Background: an optimization exercise with open tools, aiming at small area, a short achievable clock period and few clock cycles. Do not read the settings as production practice. Function was checked by simulation only, so behaviour that the tests miss may differ from the original. No activity file was given, so power comes from the tool's default toggle rates.

== run 1 ==
==> flow/design.v (excerpt) <==
module memory_functional_unit #(
   parameter int NS = 2,     
   parameter int NQ = 1,     
   parameter int EXCL = 0,
   parameter int GOSAFE = 0
) (
   input  logic         clk,
   input  logic         nrst,
   input  logic [119:0] i_issue,
   input  logic         i_issue_valid,
   output logic         o_issue_ready,
   input  logic [35:0]  i_cdb,
   input  logic         i_cdb_valid,
   input  logic [4:0]   i_commit,
   input  logic         i_commit_valid,
   output logic [35:0]  o_cdb,
   output logic         o_cdb_valid,
   input  logic         i_cdb_ready,
   output logic [72:0]  o_mem,
   output logic         o_mem_valid,
   input  logic         i_mem_ready
);
   localparam int SW = (NS > 4) ? 3 : (NS > 2) ? 2 : 1;                 
   localparam int PW = (NS > 4) ? 4 : (NS > 2) ? 3 : (NS > 1) ? 2 : 1;  
   localparam int QW = (NQ > 4) ? 3 : (NQ > 2) ? 2 : 1;
   logic [3:0]  is_rob;
   logic        is_st;
   logic [1:0]  is_lo;
   logic [36:0] is_base, is_off, is_data;
   assign is_rob  = i_issue[119:116];
   assign is_st   = i_issue[113];
   assign is_lo   = i_issue[112:111];
   assign is_base = i_issue[110:74];
   assign is_off  = i_issue[73:37];
   assign is_data = i_issue[36:0];
   logic [3:0]  cdb_tag;
   logic [31:0] cdb_val;
   assign cdb_tag = i_cdb[35:32];
   assign cdb_val = i_cdb[31:0];
   logic [3:0]  sb_rob   [NS];
   logic [1:0]  sb_lo    [NS];
   logic [31:0] sb_addr  [NS];
   logic [31:0] sb_data  [NS];
   logic        sb_dfill [NS];
   logic        sb_pend  [NS];    
   logic        sb_aok   [NS];    
   logic        sb_live  [NS];    
   logic        sb_canc  [NS];    
  ...
clock: 7.0 ns
lec_check: 0
abc_area: 1
cap_margin: 20
core_margin: 2
core_utilization: 60
cts_cluster_diameter: 80
cts_cluster_size: 22
setup_slack_margin: 3.0
slew_margin: 20
standard.sh (not shown) runs the stock make flow with config.mk's settings and CLKGATE_MAP_FILE= SYNTH_SCRIPT=/design/flow/synth_recipe.tcl, a recipe that flattens the netlist after the stock synthesis.
==> flow/flow/run.sh <==
#!/bin/bash
# Standard layout, with the port buffers made from the smallest buffer cell.
set -euo pipefail
bash standard.sh "BUFFER_PORTS_ARGS=-buffer_cell sky130_fd_sc_hd__buf_1" finish > standard_make.log 2>&1
Testbench counts of run 1, summed over its fixed seeds: cycles 9,134.
Setup changes, run 1 to run 2
-- flow/config.mk --
<<< run 1, line 10
export CORE_MARGIN = 2
export CORE_UTILIZATION = 60
export CTS_CLUSTER_DIAMETER = 80
export CTS_CLUSTER_SIZE = 22
export SETUP_SLACK_MARGIN = 3.0
export SLEW_MARGIN = 20
>>> run 2, line 10
export CORE_MARGIN = 2
export CORE_UTILIZATION = 60
export SETUP_SLACK_MARGIN = 3.0
export SLEW_MARGIN = 20
Notes after the runs:
Run 2 went all the way through synthesis, placement and routing and the layout is clean on timing, DRC and antenna.
[compare] base=run 1 new=run 2: routed length on met1 grew by about 1.8%, proportion of cell area occupied by multi-input gates shrank by 1.3 points, final period utilization grew by 0.85 points, number of nets in the final layout grew by 0.83%, clock-cell share of area grew by 2.7 points.
Compared with run 1, in run 2 compound-gate portion of the synthesized area saw little to no change; total power saw an increase.
~same footprint of the multi-input gates in run 2 and run 1
Setup changes, run 2 to run 3
-- flow/config.mk --
<<< run 2, line 9
export CAP_MARGIN = 20
export CORE_MARGIN = 2
export CORE_UTILIZATION = 60
export SETUP_SLACK_MARGIN = 3.0
export SLEW_MARGIN = 20
>>> run 3, line 9
export CAP_MARGIN = 20
export CORE_MARGIN = 2
export CORE_UTILIZATION = 45
export CTS_CLUSTER_DIAMETER = 80
export CTS_CLUSTER_SIZE = 22
export SETUP_SLACK_MARGIN = 3.0
export SLEW_MARGIN = 20
Notes after the runs:
Run 3 vs. run 2: worst setup slack saw an increase, count of unresolved DRC violations after routing saw little to no change, relative area change from synthesis to final layout saw a decrease.
Re wire length reported by the detailed router: run 3 is 2500 um up on run 2.
Having completed the whole flow, run 3 delivered a layout that passed the timing, design-rule and antenna checks.
Combinational power share is higher on run 3

Another version of the RTL of memory_functional_unit (not shown whole).
Size: roughly 290 flip-flops, roughly 280 I/O pins, roughly 16000 um2 of cells after synthesis.
clock: 7.0 ns
lec_check: 0
cap_margin: 20
core_margin: 2
core_utilization: 60
setup_slack_margin: 3.3
slew_margin: 20
Scripts as last shown in full above: flow/flow/run.sh
Testbench counts at the start, summed over its fixed seeds: cycles 9,134.
Next try:
ABC_AREA = 1   (was not set)
Effect: Setup slack improves by 240 ps. Wire length increases by about 16%. Clock power increases by about 10%.
Next try:
ABC_AREA = not set   (was 1)
SETUP_SLACK_MARGIN = 3.0   (was 3.3)
Effect: The new run finished with timing, DRC and antenna clean. Routed wire length decreases by about a fifth. Final area decreases by a few percent. Clock-buffer cell count decreases by 2. Utilization decreases by 2.0 points. Via count decreases by a quarter to a third. Global-route usage decreases by 5.1 points. Critical path depth decreases by 9.
Next try:
ABC_AREA = 1   (was not set)
The changed run finished clean.
Power is higher by about 13%.
Via count is higher by 36%.
Maximum frequency is higher by about 6%.
Critical path depth is higher by 1.
Setup slack improved by 240 ps.
Utilization is lower by 0.84 points.
Cell area is higher by about 3%.
Die area is higher by about 5%.
Wire length is higher by 21%.
Clock power is higher by about 9%.

## v45
Another version of the RTL of memory_functional_unit (not shown whole).
For scale: roughly 1200 cells after synthesis, about 300 flip-flops, about 280 I/O pins, roughly 17000 um2 of cells after synthesis.
Settings: LEC_CHECK=0, CAP_MARGIN=20, CORE_MARGIN=2, CORE_UTILIZATION=55, CTS_BUF_LIST=sky130_fd_sc_hd__clkbuf_4, CTS_CLUSTER_SIZE=30, SETUP_SLACK_MARGIN=3.0, SLEW_MARGIN=20; clock period 7.0 ns.
run.sh (not shown) runs the stock make flow with config.mk's settings and CLKGATE_MAP_FILE= SYNTH_SCRIPT=/design/flow/synth_recipe.tcl, a recipe that flattens the netlist after the stock synthesis.
Stock flow here: none of the scripts above is used.
v45 ran to completion and came out clean on the timing, design-rule and antenna checks.
Testbench counts of v45, summed over its fixed seeds: cycles 9,350.
> inputs changed (v45 -> v12)
Settings: clearing CTS_CLUSTER_SIZE, which used to be 30; clearing CTS_BUF_LIST, which used to be sky130_fd_sc_hd__clkbuf_4.
Results
- Changes observed in v12 relative to v45: overall power climbed 0.00040 W, number of fillers in the final layout decreased by about 3.4% relative to the old numbers, synthesis-to-layout area growth shows an increase of 1.4 points.
- Fmax on v12 is ahead of v45.
- Having completed the whole flow, v12 delivered a layout that passed the timing, design-rule and antenna checks.
- v12 vs v45 — final standard cell area without fillers climbed slightly
- Between v45 and v12, combinational cell fraction of total power decreased.
- In v12, the leakage dissipation came out about 0.8% above the value in v45.
- Largest incremental delay on the critical path delta (v12 -> v45): insignificant
The inputs of v8 differ from those of v12 as listed below.
Settings: SETUP_SLACK_MARGIN changed from 3.0 to 2.8; CORE_UTILIZATION changed from 55 to 65.
Findings:
- Of the two values seen for critical path start-end classification, in -> reg was produced by v8 and reg -> out by v12.
- Going from v12 to v8, the die area was shrunk.
- Of the two values seen for capturing element of the worst setup path, a_addr[29]$_DFFE_PP_ was produced by v8 and o_mem_valid by v12.
- v12 → v8: count of clock-buffer cells in the layout shrank by 2; fraction of the yosys area taken by sequential cells flat.
Edits applied to the flow inputs when going from v8 to v10:
Settings: SETUP_SLACK_MARGIN now 3.0, was 2.8; CORE_UTILIZATION now 60, was 65.
==> flow/flow/run.sh (new file) <==
#!/bin/bash
# Standard layout, with the port buffers made from the smallest buffer cell.
set -euo pipefail
bash standard.sh "BUFFER_PORTS_ARGS=-buffer_cell sky130_fd_sc_hd__buf_1" finish > standard_make.log 2>&1
==> flow/standard.sh (new file) <==
#!/bin/bash
# synth_recipe.tcl (not shown) runs the flow's synth.tcl, then flattens the netlist and writes it again
# the make line also repeats each setting of config.mk as NAME=value (left out here)
make -C /OpenROAD-flow-scripts/flow DESIGN_CONFIG=/design/flow/config.mk WORK_HOME=/design/flow/orfs CLKGATE_MAP_FILE= SYNTH_SCRIPT=/design/flow/synth_recipe.tcl "${@:-finish}"
removed: flow/run.sh
### Flow results
- v10 finished every step from synthesis to the final layout, and the layout passed the timing, design-rule and antenna checks.
- v8 -> v10: highest attainable clock frequency increased slightly
- For v10, the cell with the largest stage delay on the worst path was edfxtp_1, unlike v8, where it was a221o_1.
- Of v8 and v10, v8 shows the higher combinational power, with v10 below it.
- Post-route worst setup slack in v10 is 0.049 ns higher than in v8
- Higher net count reported at finish was reported by v10, not v8.
- Between v8 and v10, the flow reports total power increasing slightly.
- Relative to v8, actual slew at the worst max-slew pin has increased by 0.023 ns in v10.
- Taking v8 over v10, the post-cts repair resize count ratio works out to 2.0.
- Relative to v8, non-clock buffer count has increased by about 2.7% in v10.
- Highest routed metal layer: met4 -> v8, met5 -> v10

-- separate check: timing with driven ports --
The flow's constraints put no driver on any port. The routed layouts listed below were extracted and timed again, unchanged, in two steps.
Step 1 sets driving cells, clkbuf_16 on the clock port and buf_2 on the other inputs (assumed; they add their load-dependent delay and slew).
Step 2 adds t to the input delays and takes it off the output delays; t is the mean of the earliest and latest rising clock arrival at the registers after step 1. Input paths then give back, and output paths get back, about the clock's delay inside the block.
Slacks: ideal / step 1 / step 2; pairs: ideal / step 1.
| run | t (ns) | setup WS [ns] | worst register clock-pin slew, ns | worst data-port slew with drivers (ns) | cell pins on the clock port's net |
|---|---|---|---|---|---|
| run 1 | 0.573 | 3.087 / 3.079 / 2.541 | 0.10 / 0.10 | 0.09 | 1 |
| run 2 | 0.622 | 3.028 / 3.057 / 2.435 | 0.07 / 0.07 | 0.09 | 1 |
| run 3 | 0.588 | 3.092 / 3.032 / 2.535 | 0.10 / 0.10 | 0.09 | 1 |
| the first run of note 2 | 0.611 | 2.789 / 2.737 / 2.501 | 0.06 / 0.06 | 0.09 | 1 |
| the second run of note 2 | 0.609 | 3.031 / 3.034 / 2.424 | 0.07 / 0.07 | 0.09 | 1 |
| the third run of note 2 | 0.603 | 2.762 / 2.711 / 2.409 | 0.06 / 0.06 | 0.09 | 1 |
| the fourth run of note 2 | 0.562 | 3.002 / 2.949 / 2.519 | 0.06 / 0.06 | 0.09 | 1 |
| v45 | 0.770 | 2.535 / 2.486 / 2.200 | 0.07 / 0.07 | 0.08 | 1 |
| v12 | 0.558 | 2.776 / 2.724 / 2.353 | 0.06 / 0.06 | 0.08 | 1 |
| v8 | 0.558 | 2.718 / 2.673 / 2.176 | 0.06 / 0.06 | 0.08 | 1 |
| v10 | 0.556 | 2.767 / 2.714 / 2.275 | 0.06 / 0.06 | 0.10 | 1 |
After both steps every run listed still meets setup and hold. The setup slack of the second run of note 2, which loses most, moves by +0.003 ns with the drivers and by -0.607 ns with both steps.
